This design comes from an exercise in tuning for a short achievable clock period and few clock cycles on the open sky130 flow, not from production work. Where RTL was checked, it was by simulation tests only, not by an equivalence proof against the original. Function not checked in run 2: the RTL went through the layout flow alone. Power is estimated from default activity; no workload was simulated.

File: design.v
module dm_cache_wt #(
  parameter int ADDR_W  = 13,
  parameter int INDEX_W = 6
) (
  input  logic              clk,
  input  logic              reset,
  input  logic [ADDR_W-1:0] addr_from_cpu,
  input  logic              rreq_from_cpu,
  input  logic              wreq_from_cpu,
  input  logic [7:0]        wdata_from_cpu,
  output logic [7:0]        rdata_to_cpu,
  output logic              hit_to_cpu,
  output logic              rreq_to_mem,
  output logic [ADDR_W-1:0] raddr_to_mem,
  input  logic [31:0]       rdata_from_mem,
  input  logic              rvalid_from_mem,
  output logic              wreq_to_mem,
  output logic [ADDR_W-1:0] waddr_to_mem,
  output logic [7:0]        wdata_to_mem
);
  localparam int TAG_W = ADDR_W - INDEX_W - 2;
  localparam int LINES = 1 << INDEX_W;
  typedef enum logic [1:0] {
    IDLE,
    MISS_REQ,
    MISS_WAIT,
    REFILL
  } state_t;
  state_t state, state_next;
  logic [LINES-1:0] valid;
  logic [TAG_W-1:0] tag_array  [LINES];
  logic [31:0]      data_array [LINES];
  logic [TAG_W-1:0]   miss_tag;
  logic [INDEX_W-1:0] miss_index;
  logic [31:0]        refill_data;
  logic [TAG_W-1:0]   req_tag;
  logic [INDEX_W-1:0] req_index;
  logic [1:0]         req_offset;
  logic [31:0]        req_line;
  logic               in_idle;
  logic               lookup_hit;
  logic               start_miss;
  logic               issue_write;
  assign req_tag    = addr_from_cpu[ADDR_W-1 -: TAG_W];
  assign req_index  = addr_from_cpu[INDEX_W+1:2];
  assign req_offset = addr_from_cpu[1:0];
  assign req_line   = data_array[req_index];
  assign in_idle     = (state == IDLE);
  assign lookup_hit  = valid[req_index] && (tag_array[req_index] == req_tag);
  assign start_miss  = in_idle && rreq_from_cpu && !wreq_from_cpu && !lookup_hit;
  assign issue_write = in_idle && wreq_from_cpu;
  assign hit_to_cpu   = !reset && in_idle && (rreq_from_cpu || wreq_from_cpu) && lookup_hit;
  assign rdata_to_cpu = hit_to_cpu ? req_line[{req_offset, 3'b000} +: 8] : 8'h00;
  assign rreq_to_mem  = !reset && (state == MISS_REQ);
  assign raddr_to_mem = {miss_tag, miss_index, 2'b00};
  always_comb begin
    state_next = state;
    unique case (state)
      IDLE:      if (start_miss)      state_next = MISS_REQ;
      MISS_REQ:                       state_next = MISS_WAIT;
      MISS_WAIT: if (rvalid_from_mem) state_next = REFILL;
      REFILL:                         state_next = IDLE;
      default:                        state_next = IDLE;
    endcase
  end
  always_ff @(posedge clk) begin
    if (reset) begin
      state        <= IDLE;
      valid        <= '0;
      miss_tag     <= '0;
      miss_index   <= '0;
      wreq_to_mem  <= 1'b0;
      waddr_to_mem <= '0;
      wdata_to_mem <= 8'h00;
    end else begin
      state       <= state_next;
      wreq_to_mem <= issue_write;
      if (issue_write) begin
        waddr_to_mem <= addr_from_cpu;
        wdata_to_mem <= wdata_from_cpu;
      end
      if (start_miss) begin
        miss_tag   <= req_tag;
        miss_index <= req_index;
      end
      if (state == REFILL) valid[miss_index] <= 1'b1;
    end
  end
  always_ff @(posedge clk) begin
    if (state == MISS_WAIT && rvalid_from_mem) refill_data <= rdata_from_mem;
    if (state == REFILL) begin
      tag_array[miss_index]  <= miss_tag;
      data_array[miss_index] <= refill_data;
    end else if (issue_write && lookup_hit) begin
      data_array[req_index][{req_offset, 3'b000} +: 8] <= wdata_from_cpu;
    end
  end
endmodule
File: run.sh
#!/bin/bash
# synth_recipe.tcl (not shown) runs the flow's synth.tcl, then flattens the netlist and writes it again
# the make line also repeats each setting of config.mk as NAME=value (left out here)
make -C /OpenROAD-flow-scripts/flow DESIGN_CONFIG=/design/flow/config.mk WORK_HOME=/design/flow/orfs CLKGATE_MAP_FILE= SYNTH_SCRIPT=/design/flow/synth_recipe.tcl finish
File: config.mk
export PLATFORM = sky130hd
export DESIGN_NAME = dm_cache_wt
export DESIGN_NICKNAME = dm_cache_wt
export VERILOG_FILES = /design/flow/design.v
export SDC_FILE = /design/flow/constraint.sdc
export NUM_CORES = 4
export LEC_CHECK = 0
export CAP_MARGIN = 20
export CORE_MARGIN = 2
export CORE_UTILIZATION = 40
export SLEW_MARGIN = 20
File: constraint.sdc
create_clock -name core_clock -period 6.0 [get_ports {clk}]
set_input_delay 1.2000 -clock core_clock [delete_from_list [all_inputs] [get_ports {clk}]]
set_output_delay 1.2000 -clock core_clock [all_outputs]
set_load 0.01 [all_outputs]
==> summary.txt, run 1 <==
Status: no timing/DRC/antenna violations
Sequential standard cell area: 74100 µm²
Post-synth top cells: 2400 x edfxtp_1, 747 x mux4_2, 538 x nor2_1
Tmin final: 5.94 ns
Tot GR Track Use: 21.3%
FF+latch count, synth: 2499
Synth Area per Inst: 20.8 µm²
Hold_sp: waddr_to_mem[4]
Synth Area in Adders: 0.114%
Compound-cell area share of the yosys netlist: 1.38%
P_leak: 36.5 nW
Worst reg2reg endpoint: data_array[43][25]
Post-Synth Simple-Gate Area: 3.36%
RR Startpoint: tag_array[28][1]
Number of synthesized flops with an enable pin: 2400
# DRC: 0
Nets: 5373
Final GP Congestion: 0.896
RSZ-0062 raised after global routing: false
Count leader, synth: edfxtp_1
Worst reg-to-reg path cell count: 13
Via Count: 50329
CP Max Fanout: 12
Ys Warns: 1
Detailed-route vias per instance: 5.77
Predominant post-synthesis flop cell: edfxtp_1
Crit. Startpoint: addr_from_cpu[2]
PortBufs: 100
Worst-case clock buffer depth: 4
IO Pins: 103
Fraction of layout instances using a drive strength above 1: 30.8%
Post-synthesis cell type count: 59
DP HPWL: 179 mm
Final hold vios: 0
Final WL: 268 mm
CTS clk-pin slew, worst paths: 0.06 ns
Fillers: 19971
Drt initial violations: 5742
VDD IR-drop max: 0.284 mV
Setup-failing EPs final: 0
Register area share after synthesis: 75.0%
Root Buffer: clkbuf_16
Fin crit share: 99.0%
Hold WC Path Type: flop to flop
Die Span Y: 501 µm
Rows: 182
Total CTS buffers: 275
Max Slew Vio Count: 0
DR WL/cell: 30.8 µm
Global route overflow: 0
Drt first pass iters: 5
Initial antenna violation count: 8
Die width: 501 µm
Multiplexer share of the synthesized area: 18.4%
Reg-to-reg setup timing slack: 1.13 ns
Worst hold slack: 0.454 ns
Design area: 116000 µm²
Synthesized area: 98700 µm²
CTS tree: done
Rel. slew slack: 23.0%
Synth area leaders: edfxtp_1 73%, mux4_2 17%, nor2_1 2.0%, dfxtp_1 2.0%, mux2i_1 1.1%
Top cell type's share of synthesized area: 73.0%
WP data required: 4.80 ns
Worst Path Arrival: 4.74 ns
Worst-Margin Slew: 1.15 ns
Post-DRT Antenna Nets: 0
CTS sink count: 2499
Main combinational cell family by area after synthesis: multiplexers
Post-Synth XOR/XNOR Area: 0.0355%
Worst Setup Start Kind: input port
CP Class: input port to primary output
DP Area: 107000 µm²
Max-cap violations: 0
Starting Density: 40.2%
Area of the multi-input gates: 23600 µm²
Clock Latency Late Sink: 0.93 ns
Core footprint: 246000 µm²
Max Fclk: 168 MHz
Ys async rst share: 0%
Largest net degree at the start of global routing: 88
Crit path to: rdata_to_cpu[6]
Hold-fix buffers, CTS: 0
Die ar.: 251000 µm²
Crit path capture type: primary output
PD cells: 331 nW/µm²
Cells after synthesis: 4751
H-tree Lvls: 5
Post-synth top area cell: edfxtp_1
Final design utilization: 47.3%
Area grow syn2layout: 17.8%
First-pass GRT wire length: 379 mm
Vias in the first global route: 50717
Post-Route Skew: 0.0683 ns
[worst max-delay path, cell delays in order]
cell and delay, ns:
buf_16 0.15, buf_16 0.17, buf_12 0.12, buf_12 0.16, mux4_2 0.53, mux4_2 0.54
mux4_2 0.65, mux4_2 0.58, and3_2 0.29, dlygate4sd2_1 0.29
[report_power, final]
part	internal, W	total (W)	switching, W
Clock	0.00919	0.0158	0.00663
Sequential	0.0195	0.0196	0.0000671
Combinational	0.00115	0.00311	0.00196
Total	0.0299	0.0385	0.00866
[repair_timing]
item                                    4_1_cts  5_1_grt
resized for setup                            46        6
endpoints found under the setup margin        8        2
pin swaps                                     5        5
buffers inserted                             18        0
cloned                                        2        0
endpoints found under the hold margin         0        0
[kinds of logic (layout without fill, tap and decap cells)]
group | count (synthesis) | in the layout
AO/OA/AOI/OAI | 231 | 231
AND/OR/NAND/NOR | 781 | 781
XOR/XNOR | 4 | 4
buffers and inverters | 345 | 1084
adder cells (fa/ha/maj) | 9 | 9
multiplexers | 881 | 881
other | 1 | 8
flip-flops | 2499 | 2499
[metal layers]
layer | wire length (µm) | global-route usage [%] | vias to the layer above
li1 | - | - | 20624
met3 | 22700 | 5.03 | 476
met4 | 12100 | 8.68 | 22
met5 | 155 | 0 | -
met1 | 108000 | 29.2 | 27093
met2 | 125000 | 33.0 | 2114
[registers in the layout (all words and copies together) (netlist names)]
name	count
valid	64
tag_array	320
state	2
waddr_to_mem	13
refill_data	32
wdata_to_mem	8
wreq_to_mem	1
miss_tag	5
miss_index	6
data_array	2048
[cell usage in the layout, fill, tap and decap left out, types with 16 or more instances in the layout]
cell type / count
edfxtp_1: 2400
mux4_2: 747
nor2_1: 531
buf_4: 363
clkbuf_16: 290
mux2i_1: 113
a21oi_1: 112
buf_12: 100
dfxtp_1: 94
clkdlybuf4s50_1: 85
nand2_1: 83
clkbuf_1: 56
clkinv_1: 52
nand3_1: 47
inv_1: 43
clkinv_2: 39
o21ai_4: 32
nor2b_1: 21
mux2_2: 20
a211oi_1: 16
o21ai_0: 16
[worst min path at each step]
stage | slack [ns] | depth (start not counted) | end
floorplan | 0.43 | 2 | valid[10]
global placement | 0.44 | 2 | valid[18]
detailed placement | 0.45 | 2 | waddr_to_mem[4]
global route | 0.48 | 2 | wdata_to_mem[4]
CTS | 0.46 | 2 | waddr_to_mem[4]
finish | 0.45 | 2 | waddr_to_mem[4]
[layout make-up]
class,count,area share (%)
timing repair buffer,577,5.23
multi-input combinational,1908,20.3
tap,3220,3.47
antenna,6,0.0129
sequential,2499,63.7
clock inverter,111,0.654
clock buffer,351,6.47
inverter,45,0.152
[per-stage QoR]
stage / instances / power (W) / setup slack (ns) / setup TNS, ns
6_report: 8717 / 0.0385 / 0.0607 / 0
4_1_cts: 8710 / 0.0388 / -0.0829 / -0.0829
5_1_grt: 8711 / 0.0396 / 0.0118 / 0
3_5_place_dp: 8228 / 0.0230 / -0.979 / -15.86
3_3_place_gp: 8228 / 0.0229 / -1.04 / -12.12
2_1_floorplan: 4752 / 0.0215 / -0.833 / -106.58
Testbench counts, summed over its fixed seeds: cycles 56,587.
==> inputs of run 2 (changes only) <==
==> design.v (replaced) <==
module dm_cache_wt #(
  parameter int ADDR_W  = 13,
  parameter int INDEX_W = 6
) (
  input  logic              clk,
  input  logic              reset,
  input  logic [ADDR_W-1:0] addr_from_cpu,
  input  logic              rreq_from_cpu,
  input  logic              wreq_from_cpu,
  input  logic [7:0]        wdata_from_cpu,
  output logic [7:0]        rdata_to_cpu,
  output logic              hit_to_cpu,
  output logic              rreq_to_mem,
  output logic [ADDR_W-1:0] raddr_to_mem,
  input  logic [31:0]       rdata_from_mem,
  input  logic              rvalid_from_mem,
  output logic              wreq_to_mem,
  output logic [ADDR_W-1:0] waddr_to_mem,
  output logic [7:0]        wdata_to_mem
);
  localparam int TAG_W = ADDR_W - INDEX_W - 2;
  localparam int LINES = 1 << INDEX_W;
  logic [LINES-1:0] valid;
  logic [TAG_W-1:0] tag_array  [LINES];
  logic [31:0]      data_array [LINES];
  logic waiting;
  logic [TAG_W-1:0]   req_tag;
  logic [INDEX_W-1:0] req_index;
  logic [1:0]         req_offset;
  logic [31:0]        req_line;
  logic               lookup_hit;
  logic               fill;
  assign req_tag    = addr_from_cpu[ADDR_W-1 -: TAG_W];
  assign req_index  = addr_from_cpu[INDEX_W+1:2];
  assign req_offset = addr_from_cpu[1:0];
  assign req_line   = waiting ? rdata_from_mem : data_array[req_index];
  assign lookup_hit = valid[req_index] && (tag_array[req_index] == req_tag);
  assign fill       = waiting && rvalid_from_mem;
  assign hit_to_cpu   = waiting ? rvalid_from_mem : lookup_hit;
  assign rdata_to_cpu = req_line[{req_offset, 3'b000} +: 8];
  assign rreq_to_mem  = rreq_from_cpu && !waiting && !lookup_hit;
  assign raddr_to_mem = {addr_from_cpu[ADDR_W-1:2], 2'b00};
  assign wreq_to_mem  = wreq_from_cpu && !reset;
  assign waddr_to_mem = addr_from_cpu;
  assign wdata_to_mem = wdata_from_cpu;
  always_ff @(posedge clk) begin
    if (reset) begin
      waiting <= 1'b0;
      valid   <= '0;
    end else begin
      if (rreq_to_mem) waiting <= 1'b1;
      else if (rvalid_from_mem) waiting <= 1'b0;
      if (fill) valid[req_index] <= 1'b1;
    end
  end
  always_ff @(posedge clk) begin
    if (fill) begin
      tag_array[req_index]  <= req_tag;
      data_array[req_index] <= rdata_from_mem;
    end else if (wreq_from_cpu && lookup_hit) begin
      data_array[req_index][{req_offset, 3'b000} +: 8] <= wdata_from_cpu;
    end
  end
endmodule
==> run 2 against run 1 <==
Effect of this change:
- the layout now fails its checks (setup timing)
- power down 7.1%
- clock skew increased by 0.011 ns
- sequential power down 5%
- non-clock buffer count grew 304
- synthesized cell count up 15%
- sequential share of layout area increased by 1.8 points
- setup slack lost 0.10 ns
- worst hold slack gained 0.010 ns
- count of clock-buffer cells in the layout is 57 lower
- critical path type unchanged
- highest routed layer unchanged
==> summary.txt, run 2 <==
Worst-Margin Slew: 1.03 ns
Finished Layout Cells: 9382
Buf+Inv Stages, Crit Path: 6
Worst-path cell chain: clkbuf_8 -> buf_12 -> nor3_2 -> buf_4 -> buf_12 -> buf_12 -> a22oi_1 -> a41oi_1 -> nor4_2 -> nand3_1 -> o211ai_1 -> nand4_1 -> clkdlybuf4s50_1
Count leader, synth: edfxtp_1
Post-synth top area cell: edfxtp_1
Core footprint: 230000 µm²
Initial antenna violation count: 17
CP top delay family: buffers and inverters
Ys async rst share: 0%
First-pass GRT wire length: 441 mm
Starting Density: 40.2%
Post-route setup slack: -0.0430 ns
CP dominant cell by count: buf_12
Post-synth top cells: 2368 x edfxtp_1, 645 x a22oi_1, 440 x nor2_1
DP HPWL: 209 mm
Rows: 176
Die ar.: 235000 µm²
Tmin final: 6.04 ns
Predominant post-synthesis flop cell: edfxtp_1
VDD IR-drop max: 0.312 mV
RSZ-0062 raised after global routing: true
CTS sink count: 2433
Largest reg by FF count: data_array
PortBufs: 100
Global route overflow: 0
PD cells: 324 nW/µm²
Slowest stage delay, CP: 0.60 ns
Largest net degree at the start of global routing: 67
Hold_sp: valid[17]
Detailed-route vias per instance: 6.29
CP max stage cell: clkdlybuf4s50_1
Worst reg-to-reg path cell count: 13
Design area: 111000 µm²
DR WL/cell: 34.2 µm
Placed Cells: 8921
Worst Setup Start Kind: input port
P_leak: 35.3 nW
H-tree Lvls: 4
Final hold vios: 0
Die Span Y: 485 µm
Most frequent cells in the layout: 2368 x edfxtp_1, 680 x buf_4, 645 x a22oi_1, 438 x nor2_1, 236 x clkbuf_16
Worst hold stages: 2
Drt initial violations: 8936
Max Fclk: 165 MHz
Area grow syn2layout: 19.6%
CP Max Fanout: 37
Synth area leaders: edfxtp_1 77%, a22oi_1 5.2%, nor2_1 1.8%, a221oi_1 1.5%, dfxtp_1 1.4%
Synth Area per Inst: 17.0 µm²
RR Startpoint: tag_array[38][1]
Post-synthesis cell type count: 84
Post-DRT Antenna Nets: 0
Number of synthesized flops with an enable pin: 2368
Final WL: 321 mm
Worst-case clock buffer depth: 3
CTS clk-pin slew, worst paths: 0.06 ns
Synthesized area: 92400 µm²
Total CTS buffers: 233
Crit. Startpoint: addr_from_cpu[2]
Setup-failing EPs final: 4
IO Pins: 103
Final GP Congestion: 0.955
Drt first pass iters: 8
Hold WC Path Type: flop to flop
WP data required: 4.80 ns
Post-Route Skew: 0.0791 ns
DP Area: 102000 µm²
Leading cell type in the layout, fill and taps excluded: edfxtp_1
CP Class: input port to primary output
Critical path depth: 13
Worst Path Arrival: 4.84 ns
Rel. slew slack: 30.8%
Cells after synthesis: 5447
Ys Warns: 1
Vias in the first global route: 55467
Max reg flops: 2048
CTS tree: done
Top cell type's share of synthesized area: 77.0%
Crit path capture type: primary output
FF+latch count, synth: 2433
Clock Latency Late Sink: 0.90 ns
Die width: 485 µm
Top Registers: data_array x2048, tag_array x320, valid x64
Nets: 6199
# DRC: 0
Status: failed layout checks
Tot GR Track Use: 26.6%
Root Buffer: clkbuf_16
Max Slew Vio Count: 0
Fin crit share: 101%
Failed Checks: setup timing
Max-cap violations: 0
Via Count: 59054
Fraction of layout instances using a drive strength above 1: 20.9%
Register area share after synthesis: 78.4%
Hold-fix buffers, CTS: 0
==> run 2: final timing paths <==
check | end | slack [ns]
setup / recovery | rdata_to_cpu[6] | -0.04
hold / removal | valid[17] | 0.46
setup reg to reg | data_array[27][7] | 1.70
hold reg to reg | valid[17] | 0.46
==> run 2: cell type report <==
class,instances,area (µm²)
Fill cell,19272,119000
Sequential cell,2433,72400
Multi-Input combinational cell,2565,18400
Timing Repair Buffer,881,8130
Clock buffer,294,6110
Tap cell,3026,3790
Clock inverter,138,1550
Inverter,23,86.3
Antenna cell,22,55.1
==> run 2: power by group <==
part	total, W	internal, W	switching (W)
Clock	0.0149	0.00842	0.00644
Combinational	0.00228	0.000721	0.00156
Sequential	0.0187	0.0187	0.00000796
==> run 2: layer usage <==
layer	up-vias	share of wire (%)	GRT usage (%)
li1	23799	-	-
met1	30219	37	36.1
met2	4228	44	39.7
met3	790	13	7.23
met4	18	5.6	12.9
met5	-	0.040	0
==> run 2: worst register-to-register path: stages (launching register included) <==
cell	delay (ns)
edfxtp_1	0.38
mux4_2	0.49
a221o_1	0.36
a222oi_1	0.30
buf_4	0.19
o211ai_1	0.11
xor2_1	0.18
buf_4	0.16
a2111oi_4	0.34
nand3_4	0.13
buf_12	0.17
nor4_4	0.23
buf_12	0.18
mux2_4	0.65
==> run 2: timing repair <==
| item | in CTS | in global routing |
|---|---|---|
| gates resized for setup | 25 | 26 |
| buffers inserted | 8 | 1 |
| pin swaps | 9 | 12 |
| hold endpoints to repair | 0 | 0 |
| setup endpoints to repair | 7 | 10 |
==> run 2: logic make-up after synthesis <==
logic type	Yosys count	synth area share, %
adders and majority gates	4	0.0542
xor gates and xnor gates	7	0.0664
other	1	0.00406
AOI/OAI and AO/OA	1498	12.1
DFF	2433	78.4
and+or+nand+nor	822	4.04
buffers and inverters	450	2.10
muxes	232	3.28
==> run 2: per-stage QoR <==
| stage | TNS [ns] | setup WS [ns] | util (%) | total power (W) | hold WS (ns) |
|---|---|---|---|---|---|
| 5_1_grt | -0.0333 | -0.0209 | 48.0 | 0.0366 | 0.495 |
| 4_1_cts | -0.0613 | -0.0613 | 48.0 | 0.0358 | 0.469 |
| 2_1_floorplan | 0 | 0.596 | - | 0.0200 | 0.431 |
| 6_report | -0.0982 | -0.0430 | 48.1 | 0.0358 | 0.465 |
| 3_3_place_gp | -1.23 | -0.343 | 44.6 | 0.0212 | 0.443 |
| 3_5_place_dp | -1.26 | -0.384 | 44.6 | 0.0212 | 0.454 |
==> inputs of run 3 (changes only) <==
--- a/design.v
+++ b/design.v
@@ -28,15 +28,42 @@
   logic [INDEX_W-1:0] req_index;
   logic [1:0]         req_offset;
-  logic [31:0]        req_line;
-  logic               lookup_hit;
-  logic               fill;
   assign req_tag    = addr_from_cpu[ADDR_W-1 -: TAG_W];
   assign req_index  = addr_from_cpu[INDEX_W+1:2];
   assign req_offset = addr_from_cpu[1:0];
-  assign req_line   = waiting ? rdata_from_mem : data_array[req_index];
-  assign lookup_hit = valid[req_index] && (tag_array[req_index] == req_tag);
-  assign fill       = waiting && rvalid_from_mem;
+  logic [7:0]       dec_lo, dec_hi;
+  logic [3:0]       dec_off;
+  logic [LINES-1:0] sel_line;
+  always_comb begin
+    for (int k = 0; k < 8; k++) begin
+      dec_lo[k] = (req_index[2:0] == 3'(k));
+      dec_hi[k] = (req_index[5:3] == 3'(k));
+    end
+    for (int k = 0; k < 4; k++) dec_off[k] = (req_offset == 2'(k));
+    for (int i = 0; i < LINES; i++) sel_line[i] = dec_hi[i / 8] && dec_lo[i % 8];
+  end
+  logic [LINES-1:0] match;
+  logic             lookup_hit;
+  logic [31:0]      cache_word;
+  always_comb begin
+    lookup_hit = 1'b0;
+    cache_word = '0;
+    for (int i = 0; i < LINES; i++) begin
+      match[i]   = valid[i] && (tag_array[i] == req_tag);
+      lookup_hit = lookup_hit | (sel_line[i] & match[i]);
+      cache_word = cache_word | ({32{sel_line[i]}} & data_array[i]);
+    end
+  end
+  logic [7:0] byte_out;
+  always_comb begin
+    byte_out = '0;
+    for (int k = 0; k < 4; k++)
+      byte_out = byte_out
+               | ({8{dec_off[k] & !waiting}} & cache_word[8*k +: 8])
+               | ({8{dec_off[k] &  waiting}} & rdata_from_mem[8*k +: 8]);
+  end
+  logic fill;
+  assign fill = waiting && rvalid_from_mem;
   assign hit_to_cpu   = waiting ? rvalid_from_mem : lookup_hit;
-  assign rdata_to_cpu = req_line[{req_offset, 3'b000} +: 8];
+  assign rdata_to_cpu = byte_out;
   assign rreq_to_mem  = rreq_from_cpu && !waiting && !lookup_hit;
   assign raddr_to_mem = {addr_from_cpu[ADDR_W-1:2], 2'b00};
--- a/config.mk
+++ b/config.mk
@@ -9,3 +9,4 @@
 export CORE_MARGIN = 2
 export CORE_UTILIZATION = 40
+export SETUP_SLACK_MARGIN = 1.5
 export SLEW_MARGIN = 20
==> run 3 against run 2 <==
Effect of this change:
- the run now finishes clean
- largest power group unchanged
- global-route usage rose by 6.4 points
- flip-flop and latch count did not move
- clock skew rose by 0.0054 ns
- power fell by 0.87%
==> summary.txt, run 3 <==
DR WL/cell: 40.2 µm
Fin crit share: 99.0%
Max Slew Vio Count: 0
VDD IR-drop max: 0.270 mV
Synth area leaders: edfxtp_1 76%, a22oi_1 5.2%, xnor2_1 1.9%, a21oi_1 1.8%, a22o_1 1.5%
CP Max Fanout: 5
Final WL: 403 mm
Most frequent cells in the layout: 2368 x edfxtp_1, 695 x buf_4, 600 x a22oi_1, 483 x buf_12, 258 x a21oi_4
Post-Synth XOR/XNOR Area: 3.03%
Post-Synth Simple-Gate Area: 5.18%
Core footprint: 232000 µm²
Total CTS buffers: 237
Crit path capture type: primary output
WP data required: 4.80 ns
Post-synth top cells: 2368 x edfxtp_1, 644 x a22oi_1, 330 x a21oi_1
Rel. slew slack: 14.9%
Worst-Margin Slew: 1.27 ns
Die ar.: 237000 µm²
Drt first pass iters: 9
Final hold vios: 0
Die Span Y: 487 µm
Top Registers: data_array x2048, tag_array x320, valid x64
# DRC: 0
Root Buffer: clkbuf_16
Post-Route Skew: 0.0845 ns
Final GP Congestion: 1.00
Worst Path Arrival: 4.74 ns
Initial antenna violation count: 16
IO Pins: 103
Via Count: 65298
Tmin final: 5.94 ns
Compound-cell area share of the yosys netlist: 11.0%
RSZ-0062 raised after global routing: true
H-tree Lvls: 4
PortBufs: 100
Global route overflow: 0
Multiplexer share of the synthesized area: 0.864%
PD cells: 283 nW/µm²
Max-cap violations: 0
Synthesized area: 93400 µm²
Main combinational cell family by area after synthesis: compound AO/OA/AOI/OAI gates
Number of synthesized flops with an enable pin: 2368
Drt initial violations: 11346
Die width: 487 µm
Vias in the first global route: 60674
Starting Density: 40.2%
First-pass GRT wire length: 530 mm
Total Neg Setup Slack: 0 ns
FF+latch count, synth: 2433
Area grow syn2layout: 34.1%
Clock Latency Late Sink: 0.93 ns
Synth Area in Adders: 0.0804%
Cells after synthesis: 5562
Nets: 6846
Ys Warns: 1
CTS clk-pin slew, worst paths: 0.06 ns
Hold WC Path Type: flop to flop
Worst Setup Start Kind: input port
Ys async rst share: 0%
Worst-case clock buffer depth: 3
Rows: 177
Worst hold slack: 0.469 ns
CP Class: input port to primary output
Status: no timing/DRC/antenna violations
Power Total: 0.0355 W
Largest reg by FF count: data_array
Count leader, synth: edfxtp_1
Predominant post-synthesis flop cell: edfxtp_1
CTS tree: done
Largest net degree at the start of global routing: 71
Max reg flops: 2048
Tot GR Track Use: 33.0%
Register area share after synthesis: 77.5%
Max Fclk: 168 MHz
Final design utilization: 53.9%
Post-DRT Antenna Nets: 0
Leading cell type in the layout, fill and taps excluded: edfxtp_1
Detailed-route vias per instance: 6.51
Post-synthesis cell type count: 68
CTS sink count: 2433
Fraction of layout instances using a drive strength above 1: 32.5%
Post-synth top area cell: edfxtp_1
Setup-failing EPs final: 0
Hold-fix buffers, CTS: 0
Synth Area per Inst: 16.8 µm²
DP HPWL: 277 mm
Top cell type's share of synthesized area: 76.1%
P_leak: 40.4 nW
==> run 3: cell types whose count changed after synthesis, moves of 68 or more <==
cell     previous run  this run
a31oi_1            98        30
nand3_1            29       111
mux2i_1           106         9
nor2_1            440       213
xor2_1              4       119
a21oi_1           160       330
xnor2_1             3       204
nand4_1            74       187
==> run 3: layout make-up <==
cell class	count	area, µm²
antenna	6	15.0
clock buffer	310	6400
clock inverter	127	1250
fill	18038	107000
inverter	8	37.5
multi-input combinational	2727	24000
sequential	2433	72400
tap	3043	3810
timing repair buffer	1375	17300
==> run 3: path summary, 6_finish.rpt <==
| kind | start | end | slack [ns] | cells past startpoint |
|---|---|---|---|---|
| worst max register to register | tag_array[3][1] | data_array[23][6] | 1.62 | 14 |
| worst min-delay path | valid[26] | valid[26] | 0.47 | 2 |
| worst max-delay path | addr_from_cpu[2] | rdata_to_cpu[2] | 0.06 | 16 |
| worst min register to register | valid[26] | valid[26] | 0.47 | 2 |
==> run 3: power breakdown <==
part           leakage, nW  switching (W)  total [W]  internal (W)
logic                 14.8        0.00131    0.00201      0.000705
registers             21.8     0.00000904     0.0187        0.0186
clock network         3.72        0.00658     0.0148       0.00824
==> run 3: logic make-up after synthesis <==
group / count (synthesis)
AO/OA/AOI/OAI: 1404
XOR/XNOR: 323
adder cells (fa/ha/maj): 6
buffers and inverters: 407
flip-flops: 2433
multiplexers: 54
other: 1
AND/OR/NAND/NOR: 934
==> run 3: per-stage QoR <==
stage                     std cells  cell area (µm²)  worst slack, ns
after global placement         9452           114000            -1.48
after global routing          10024           125000           0.0381
after CTS                      9975           124000            0.121
after detailed placement       9453           114000            -1.45
after floorplan                5563            97300            0.883
final                         10029           125000           0.0590
==> run 3: layer usage <==
metal  global-route usage (%)  share of wire, %  routed length [µm]
met5                    0.469              0.11                 444
met4                     17.6               6.7               27000
met3                     11.6                15               61500
met2                     47.4                42              170000
met1                     43.8                36              145000
==> run 3: timing repair <==
action,4_1_cts,5_1_grt
pin swaps,100,74
resized for setup,320,134
setup buffers,78,28
setup endpoints to repair,4106,4106
gates cloned,7,19
endpoints found under the hold margin,0,0
==> run 3: worst max-delay path: stages <==
cell,delay [ns]
buf_8,0.07
buf_6,0.11
clkinvlp_4,0.11
buf_6,0.13
ha_4,0.20
or3b_4,0.28
nor2_4,0.10
buf_4,0.19
a22oi_1,0.14
nand4_1,0.24
or4_4,0.65
o31ai_4,0.34
buf_6,0.17
nand2_2,0.06
or4_4,0.58
buf_6,0.15
Testbench counts of run 3, summed over its fixed seeds: cycles 38,705.

what the ideal ports hide:
In the flow no input, the clock included, has a driving cell. The finished layouts below were timed again as built, in two steps.
Step 1 (the two cells are an assumption about what drives the block):
set clk [get_ports {clk}]
set_driving_cell -lib_cell sky130_fd_sc_hd__clkbuf_16 $clk
set_driving_cell -lib_cell sky130_fd_sc_hd__buf_2 [delete_from_list [all_inputs] $clk]
Step 2 moves the port delays by t, midway between the first and last clock arrival at a register: inputs arrive t later, outputs are due t later. That takes back most of the time a late clock gives input paths.
a / b / c = no drivers / after step 1 / after step 2; a / b = the first two.
| run | t, ns | setup slack, ns | worst setup path at the end | clock arrival spread, ns | worst slew at a driven data input, ns |
|---|---|---|---|---|---|
| run 1 | 0.994 | 0.061 / -0.024 / -0.093 | input to register | 0.069 / 0.069 | 0.10 |
| run 2 | 0.951 | -0.043 / -0.078 / -0.078 | input to output | 0.079 / 0.079 | 0.07 |
| run 3 | 0.974 | 0.059 / 0.008 / -0.053 | input to register | 0.085 / 0.084 | 0.05 |
With both steps, setup timing fails in run 1 and run 3, where it was met with ideal ports. The setup slack of run 1, which loses most, moves by -0.085 ns with the drivers and by -0.154 ns with both steps.
